Context: an optimization exercise on an open-source flow, tuned for small area, a short achievable clock period and few clock cycles per item. The choices shown serve that exercise and are no tape-out recipe. RTL that was checked went through simulation tests only; none was proved equivalent to the original. Power is estimated from default activity; no workload was simulated.

## three_fan_duty_ramp_unit
module three_fan_duty_ramp_unit (
  input  logic        clk,
  input  logic        rst,
  input  logic        cfg_we,
  input  logic [15:0] cfg_data,
  input  logic        s_tvalid,
  output logic        s_tready,
  input  logic [15:0] s_tdata,    
  input  logic [3:0]  s_tuser,    
  output logic        m_tvalid,
  input  logic        m_tready,
  output logic [31:0] m_tdata,    
  output logic [1:0]  m_tuser     
);
  logic [15:0] dur;
  logic [16:0] elapsed;
  logic [8:0]  t0, p0;
  logic [7:0]  t1, p1;
  logic        t1x, p1x;
  logic [8:0]  t2, p2;
  logic        t2x, p2x;
  logic [9:0]  fy0, fy2;
  logic [8:0]  fy1;
  logic [16:0] fe [3];
  logic [8:0]  fa [3];
  logic [15:0] fm [3];
  logic        fs [3];
  logic [2:0]  phase;
  logic [3:0]  cnt;
  logic        first;
  logic        mbit;    
  logic [1:0]  efan;
  logic [2:0]  dirty;
  logic        bg;      
  logic        spass;   
  logic [15:0] er;      
  logic [15:0] em;      
  logic [8:0]  eb;      
  logic [8:0]  eq;      
  logic        esg;     
  logic        pend;
  logic [1:0] cmd;
  logic [1:0] fan_in;
  logic       acc;
  logic       tick_acc;
  logic       rst_acc;
  logic       set_acc;
  logic       out_free;
  logic       tick_go;
  logic       clean;
  assign cmd      = s_tuser[1:0];
  assign fan_in   = s_tuser[3:2];
  assign s_tready = ((phase == tfdr_pkg::PH_IDLE) || bg) && !pend;
  assign acc      = s_tvalid && s_tready;
  ...
For scale: ~77 I/O pins.
clock: 7.5 ns
lec_check: 0
cap_margin: 20
core_margin: 2
core_utilization: 40
place_density: 0.6
setup_slack_margin: 4.0
slew_margin: 20
standard.sh (not shown) runs the stock make flow with config.mk's settings and CLKGATE_MAP_FILE= SYNTH_SCRIPT=/design/flow/synth_recipe.tcl, a recipe that flattens the netlist after the stock synthesis.
==> flow/flow/run.sh <==
#!/bin/bash
# Standard layout, except that the port buffers are sky130_fd_sc_hd__buf_4
# instead of the delay buffer buffer_ports picks on its own. Every input and
# output port still gets its buffer. The whole make output goes to
# standard.log in the work folder (ORFS keeps its per-step logs under orfs/).
set -euo pipefail
export BUFFER_PORTS_ARGS="-buffer_cell sky130_fd_sc_hd__buf_4"
bash standard.sh > standard.log 2>&1
Change:
--- a/flow/design.v
+++ b/flow/design.v
@@ -14,30 +14,34 @@
   localparam logic [2:0] PH_FIN  = 3'd5;   
 endpackage
 module tfdr_divider (
   input  logic [15:0] rem,
   input  logic [15:0] mrem,
   input  logic        mbit,
   input  logic [16:0] ela,
+  input  logic [18:0] ed1,
+  input  logic [18:0] ed2,
   input  logic [15:0] dur,
   output logic [1:0]  qd,
   output logic [15:0] rem_n,
   output logic        abit,
   output logic [15:0] mrem_n
 );
   logic [18:0] base;
   logic [18:0] c0;
+  logic [18:0] c1;
   logic [18:0] s0;
   logic [18:0] s1;
   logic [18:0] s2;
   assign base = {2'b0, rem, 1'b0};
   assign c0   = mbit ? {2'b0, ela} : 19'd0;
+  assign c1   = mbit ? ed1 : ~{3'b0, dur};
   assign s0   = base + c0;
-  assign s1   = base + c0 - {3'b0, dur};
-  assign s2   = base + c0 - {2'b0, dur, 1'b0};
+  assign s1   = base + c1 + {18'd0, !mbit};
+  assign s2   = base + ed2;
   always_comb begin
     if (mbit && !s2[18]) begin
       qd    = 2'd2;
       rem_n = s2[15:0];
     end else if (!s1[18]) begin
       qd    = 2'd1;
       rem_n = s1[15:0];
@@ -89,14 +93,18 @@
   logic        bg;      
   logic        spass;   
   logic [15:0] er;      
   logic [15:0] em;      
   logic [8:0]  eb;      
   logic [8:0]  eq;      
   logic        esg;     
+  logic [10:0] tsel;    
+  logic [10:0] psel;    
+  logic [18:0] ed1;     
+  logic [18:0] ed2;     
   logic        pend;
   logic [1:0] cmd;
   logic [1:0] fan_in;
   logic       acc;
   logic       tick_acc;
   logic       rst_acc;
   logic       set_acc;
@@ -138,14 +146,18 @@
       elapsed <= '0;
     end else if (rst_acc) begin
       elapsed <= '0;
     end else if (tick_go && elapsed != tfdr_pkg::ELAPSED_MAX) begin
       elapsed <= elapsed + 1'b1;
     end
   end
+  always_ff @(posedge clk) begin
+    ed1 <= {2'b00, elapsed} - {3'b000, dur};
+    ed2 <= {2'b00, elapsed} - {2'b00, dur, 1'b0};
+  end
   logic        tk_c  [3];
   logic [16:0] tk_e  [3];
   logic [9:0]  tk_a  [3];
   logic [9:0]  tk_y  [3];
   logic [9:0]  fy_w  [3];
   assign fy_w[0] = fy0;
   assign fy_w[1] = {1'b0, fy1};
@@ -168,23 +180,25 @@
   logic [10:0] dif_a;
   logic [10:0] dif_b;
   logic        mag_neg;
   logic [8:0]  mag;
   assign last  = (cnt == 4'd0);
   assign sel_t   = tv[efan];
   assign sel_p   = pv[efan];
-  assign dif_a   = sel_t - sel_p;
-  assign dif_b   = sel_p - sel_t;
+  assign dif_a   = tsel - psel;
+  assign dif_b   = psel - tsel;
   assign mag_neg = dif_a[10];
   assign mag     = mag_neg ? dif_b[8:0] : dif_a[8:0];
   tfdr_divider u_div (
     .rem    (er),
     .mrem   (em),
     .mbit   (mbit),
     .ela    (elapsed),
+    .ed1    (ed1),
+    .ed2    (ed2),
     .dur    (dur),
     .qd     (qd),
     .rem_n  (er_n),
     .abit   (abit),
     .mrem_n (em_n)
   );
   assign step_en = first ? mag[8] : 1'b1;
@@ -220,15 +234,15 @@
       new_t = (efan == 2'd2) ? 11'h7FF : 11'd51;
     end else begin
       new_t = {2'b00, mod_r};
     end
   end
   logic [9:0]  fin_y;
   logic [16:0] fin_e;
-  assign fin_y = sel_p[9:0] + (esg ? -{1'b0, eq} : {1'b0, eq});
+  assign fin_y = psel[9:0] + (esg ? -{1'b0, eq} : {1'b0, eq});
   assign fin_e = {1'b0, er} + {1'b1, ~em};
   logic [1:0] pick;
   always_comb begin
     if (dirty[0])      pick = 2'd0;
     else if (dirty[1]) pick = 2'd1;
     else               pick = 2'd2;
   end
@@ -293,14 +307,16 @@
   end
   always_ff @(posedge clk) begin
     case (phase)
       tfdr_pkg::PH_MOD1: begin
         er <= {3'b000, mod_z};
       end
       tfdr_pkg::PH_MOD2, tfdr_pkg::PH_INIT: begin
+        tsel  <= (phase == tfdr_pkg::PH_MOD2) ? new_t : sel_t;
+        psel  <= (phase == tfdr_pkg::PH_MOD2) ? sel_t : sel_p;
         er    <= '0;
         em    <= dur - 1'b1;
         eq    <= '0;
         cnt   <= 4'd8;
         first <= 1'b1;
         mbit  <= 1'b1;
       end
- cell count rises by 2.2%
- sequential power increases by about 13%
- core utilization went down by 3.4 points
- via count grows by 2.7%
- count of clock-buffer cells in the layout goes up by 11
- fmax came out higher by 36%
- global-route usage shrinks by 1.4 points
- critical path depth fell by 9
- routed wire length climbs by about 4%
- die area rose by about 8%
- clock power climbs by 14%
- final area increases by about 0.9%
- total power drops by about 10%
Testbench counts after the change, summed over its fixed seeds: cycles 8,734, items 2,684.
The RTL of the first run of this note was laid out without a check of its function.

========
Setup of before:
Another version of the RTL of three_fan_duty_ramp_unit (not shown whole).
Size: ~3,300 cells after synthesis, about 77 I/O pins.
Design three_fan_duty_ramp_unit, start of the top module:
module three_fan_duty_ramp_unit (
  input  logic        clk,
  input  logic        rst,
  input  logic        cfg_we,
  input  logic [15:0] cfg_data,
  input  logic        s_tvalid,
  output logic        s_tready,
  input  logic [15:0] s_tdata,    
  input  logic [3:0]  s_tuser,    
  output logic        m_tvalid,
  input  logic        m_tready,
  output logic [31:0] m_tdata,    
  output logic [1:0]  m_tuser     
);
  logic [15:0] dur;
  logic [16:0] elapsed;
  logic [8:0]  t0, p0;
  logic [7:0]  t1, p1;
  logic        t1x, p1x;
  logic [8:0]  t2, p2;
  logic        t2x, p2x;
  logic [9:0]  fy0, fy2;
  logic [8:0]  fy1;
  logic [16:0] fe [3];
  logic [8:0]  fa [3];
  logic [15:0] fm [3];
  logic        fs [3];
  logic [2:0]  phase;
  logic [3:0]  cnt;
  logic        first;
  logic        mbit;    
  logic [1:0]  efan;
  logic [2:0]  dirty;
  logic        bg;      
  logic        spass;   
  logic [15:0] er;      
  logic [15:0] em;      
  logic [8:0]  eb;      
  logic [8:0]  eq;      
  logic        esg;     
  logic [18:0] ed1;     
  logic [18:0] ed2;     
  logic        pend;
  logic [1:0] cmd;
  logic [1:0] fan_in;
  logic       acc;
  logic       tick_acc;
  logic       rst_acc;
  logic       set_acc;
  logic       out_free;
  logic       tick_go;
  logic       clean;
  assign cmd      = s_tuser[1:0];
  assign fan_in   = s_tuser[3:2];
  assign s_tready = ((phase == tfdr_pkg::PH_IDLE) || bg) && !pend;
  assign acc      = s_tvalid && s_tready;
  assign tick_acc = acc && (cmd == tfdr_pkg::CMD_TICK);
  assign rst_acc  = acc && (cmd == tfdr_pkg::CMD_RESTART);
  ...
clock: 7.5 ns
lec_check: 0
cap_margin: 20
core_margin: 2
core_utilization: 40
place_density: 0.6
setup_slack_margin: 4.0
slew_margin: 20
Scripts as last shown in full above: flow/flow/run.sh
before: all stages complete, timing, DRC and antenna checks passed
### before -> after
-- flow/design.v --
<<< before, line 98
  logic [8:0]  eq;      
  logic        esg;     
  logic [18:0] ed1;     
  logic [18:0] ed2;     
>>> after, line 98
  logic [8:0]  eq;      
  logic        esg;     
  logic [10:0] tsel;    
  logic [10:0] psel;    
  logic [18:0] ed1;     
  logic [18:0] ed2;     
<<< before, line 141
  end
  always_ff @(posedge clk) begin
    ed1 <= {2'b00, elapsed} - {3'b000, dur};
    ed2 <= {2'b00, elapsed} - {2'b00, dur, 1'b0};
  end
  always_ff @(posedge clk) begin
    if (rst) begin
      elapsed <= '0;
>>> after, line 143
  end
  always_ff @(posedge clk) begin
    if (rst) begin
      elapsed <= '0;
<<< before, line 152
      elapsed <= elapsed + 1'b1;
    end
  end
  logic        tk_c  [3];
>>> after, line 150
      elapsed <= elapsed + 1'b1;
    end
  end
  always_ff @(posedge clk) begin
    ed1 <= {2'b00, elapsed} - {3'b000, dur};
    ed2 <= {2'b00, elapsed} - {2'b00, dur, 1'b0};
  end
  logic        tk_c  [3];
<<< before, line 183
  assign sel_t   = tv[efan];
  assign sel_p   = pv[efan];
  assign dif_a   = sel_t - sel_p;
  assign dif_b   = sel_p - sel_t;
  assign mag_neg = dif_a[10];
  assign mag     = mag_neg ? dif_b[8:0] : dif_a[8:0];
>>> after, line 185
  assign sel_t   = tv[efan];
  assign sel_p   = pv[efan];
  assign dif_a   = tsel - psel;
  assign dif_b   = psel - tsel;
  assign mag_neg = dif_a[10];
  assign mag     = mag_neg ? dif_b[8:0] : dif_a[8:0];
<<< before, line 237
  logic [9:0]  fin_y;
  logic [16:0] fin_e;
  assign fin_y = sel_p[9:0] + (esg ? -{1'b0, eq} : {1'b0, eq});
  assign fin_e = {1'b0, er} + {1'b1, ~em};
  logic [1:0] pick;
>>> after, line 239
  logic [9:0]  fin_y;
  logic [16:0] fin_e;
  assign fin_y = psel[9:0] + (esg ? -{1'b0, eq} : {1'b0, eq});
  assign fin_e = {1'b0, er} + {1'b1, ~em};
  logic [1:0] pick;
<<< before, line 310
      end
      tfdr_pkg::PH_MOD2, tfdr_pkg::PH_INIT: begin
        er    <= '0;
        em    <= dur - 1'b1;
>>> after, line 312
      end
      tfdr_pkg::PH_MOD2, tfdr_pkg::PH_INIT: begin
        tsel  <= (phase == tfdr_pkg::PH_MOD2) ? new_t : sel_t;
        psel  <= (phase == tfdr_pkg::PH_MOD2) ? sel_t : sel_p;
        er    <= '0;
        em    <= dur - 1'b1;
### Flow results
after — utilization 1.3 points lower, before as reference. Looking at time the final worst path needs with I/O delays and setup, after sits 0.32 ns below before. Higher global-route wire length before repair was reported by after, not before. Compared with before, after instantiates a larger number of cells. The tap cell instance count in after sits 7.4% above the value recorded for before. Measured against each other, after and before differ in post-CTS setup repair buffer count, the higher figure coming from before. after: flip-flop and latch count after synthesis higher than before. after reports its highest metal layer with signal wires as met4 while before reports met5.
No run of this note included a check of the RTL's function; only the layout flow was run.

========
pine:
Another version of the RTL of three_fan_duty_ramp_unit (not shown whole).
Size: ~3400 cells after synthesis, roughly 370 flip-flops, roughly 30000 µm² of cells after synthesis.
Design three_fan_duty_ramp_unit, start of the top module:
module three_fan_duty_ramp_unit (
  input  logic        clk,
  input  logic        rst,
  input  logic        cfg_we,
  input  logic [15:0] cfg_data,
  input  logic        s_tvalid,
  output logic        s_tready,
  input  logic [15:0] s_tdata,    
  input  logic [3:0]  s_tuser,    
  output logic        m_tvalid,
  input  logic        m_tready,
  output logic [31:0] m_tdata,    
  output logic [1:0]  m_tuser     
);
==> flow/config.mk <==
export PLATFORM = sky130hd
export DESIGN_NAME = three_fan_duty_ramp_unit
export DESIGN_NICKNAME = three_fan_duty_ramp_unit
export VERILOG_FILES = /design/flow/design.v
export SDC_FILE = /design/flow/constraint.sdc
export NUM_CORES = 4
export LEC_CHECK = 0
export CAP_MARGIN = 20
export CORE_MARGIN = 2
export CORE_UTILIZATION = 40
export PLACE_DENSITY = 0.6
export SETUP_SLACK_MARGIN = 4.0
export SLEW_MARGIN = 20
==> flow/constraint.sdc <==
create_clock -name core_clock -period 7.5 [get_ports {clk}]
set_input_delay 1.5000 -clock core_clock [delete_from_list [all_inputs] [get_ports {clk}]]
set_output_delay 1.5000 -clock core_clock [all_outputs]
set_load 0.01 [all_outputs]
Scripts as last shown in full above: flow/flow/run.sh
--- input diff pine..maple ---
--- a/flow/design.v
+++ b/flow/design.v
@@ -177,12 +177,13 @@
   logic        last;
   logic [1:0]  qd;
   logic [15:0] er_n;
   logic        abit;
   logic [15:0] em_n;
   logic [8:0]  eq_n;
+  logic        step_en;
   logic [10:0] sel_t;
   logic [10:0] sel_p;
   logic [10:0] dif_a;
   logic [10:0] dif_b;
   logic        mag_neg;
   logic [8:0]  mag;
@@ -203,22 +204,14 @@
     .dur    (dur),
     .qd     (qd),
     .rem_n  (er_n),
     .abit   (abit),
     .mrem_n (em_n)
   );
+  assign step_en = first ? mag[8] : 1'b1;
   assign eq_n    = {eq[7:0], 1'b0} + {7'd0, qd};
-  logic [3:0] mag_top;    
-  logic [8:0] mag_norm;   
-  always_comb begin
-    mag_top = 4'd0;
-    for (int i = 0; i < 9; i++) begin
-      if (mag[i]) mag_top = 4'(i);
-    end
-  end
-  assign mag_norm = mag << (4'd8 - mag_top);
   logic [12:0] mod_z;
   logic [8:0]  mod_r;
   logic [11:0] mod_c [4];
   assign mod_z = {er[15:10], 6'd0} - {5'd0, er[15:10], 2'd0} + {7'd0, er[15:10]} + {3'd0, er[9:0]};
   for (genvar k = 0; k < 4; k++) begin : g_modc
     logic [11:0] off;
@@ -290,13 +283,13 @@
               phase <= tfdr_pkg::PH_STEP;
             end
           end
           tfdr_pkg::PH_STEP: begin
             if (cfg_we) begin
               phase <= tfdr_pkg::PH_IDLE;
-            end else if (first ? (mag == 9'd0) : last) begin
+            end else if (last) begin
               phase <= tfdr_pkg::PH_FIN;
             end
           end
           default: begin
             if (!hold || cfg_we) begin
               phase <= tfdr_pkg::PH_IDLE;
@@ -333,30 +326,33 @@
         if (!(phase == tfdr_pkg::PH_MOD2 && hold)) begin
           tsel  <= (phase == tfdr_pkg::PH_MOD2) ? new_t : sel_t;
           psel  <= (phase == tfdr_pkg::PH_MOD2) ? sel_t : sel_p;
           er    <= '0;
           em    <= dur - 1'b1;
           eq    <= '0;
+          cnt   <= 4'd8;
           first <= 1'b1;
+          mbit  <= 1'b1;
         end
       end
       tfdr_pkg::PH_STEP: begin
+        if (step_en) begin
+          er <= er_n;
+          em <= em_n;
+          eq <= eq_n;
+        end
         if (first) begin
-          eb   <= mag_norm;
+          eb   <= {mag[7:0], abit & mag[8]};
           esg  <= mag_neg;
-          cnt  <= mag_top;
-          mbit <= 1'b1;
+          mbit <= mag[7];
         end else begin
-          er   <= er_n;
-          em   <= em_n;
-          eq   <= eq_n;
           eb   <= {eb[7:0], abit};
           mbit <= eb[7];
-          cnt  <= cnt - 1'b1;
         end
         first <= 1'b0;
+        cnt   <= cnt - 1'b1;
       end
       default: begin end
     endcase
     if (set_acc) begin
       er <= s_tdata;
     end
--- outcome ---
pine → maple: buffer levels on the longest clock path stayed essentially flat, total length of routed wires decreased by about 0.66% relative to the old numbers. Against pine as the reference, maple delivers a higher layout filler cell count. Setup WNS pine -> maple: better. Worst relative slew slack improves in maple relative to pine. Compared with pine, maple shows a higher critical path required time. Via count across pine and maple: no real change. Number of resized instances in the post-cts repair step for maple: about 70% down relative to pine. Side by side, count of mapped cells out of synthesis turned out lower in maple than in pine. Looking at total power, maple sits about 22% lower than pine does. Against pine, maple reports a post-placement worst setup slack that is higher. Compared with pine, maple shows a minimum period implied by the final worst setup slack that is 0.28 ns lower.
Testbench counts of maple, summed over its fixed seeds: cycles 8,734, items 2,684.
The RTL of pine was laid out without a check of its function.

## static timing again, ports no longer ideal
In the flow no input, the clock included, has a driving cell. The finished layouts below were timed again as built, in two steps.
Step 1: set_driving_cell puts a clkbuf_16 on clk and a buf_2 on each other input, an assumption about the parent block.
Step 2 times the ports against the registers' clock, not the clock port: input delays grow and output delays shrink by t, the midpoint of the rising clock arrivals with the driver on.
a / b / c = ideal / step 1 / step 2; a / b = the first two.
run | t, ns | setup WS [ns] | worst hold slack (ns) | pins driven straight from the clock port
the first run of note 1 | 0.642 | 2.710 / 2.710 / 2.710 | 0.482 / 0.482 / 0.482 | 1
the second run of note 1 | 0.646 | 3.975 / 3.975 / 3.597 | 0.441 / 0.441 / 0.441 | 1
before | 0.676 | 3.657 / 3.657 / 3.408 | 0.436 / 0.436 / 0.436 | 1
after | 0.681 | 3.974 / 3.974 / 3.510 | 0.472 / 0.472 / 0.472 | 1
pine | 0.661 | 3.729 / 3.729 / 3.508 | 0.475 / 0.475 / 0.475 | 1
maple | 0.662 | 4.012 / 4.012 / 3.493 | 0.474 / 0.474 / 0.474 | 1
After both steps every run listed still meets setup and hold. The setup slack of maple, which loses most, moves by 0.000 ns with the drivers and by -0.519 ns with both steps.
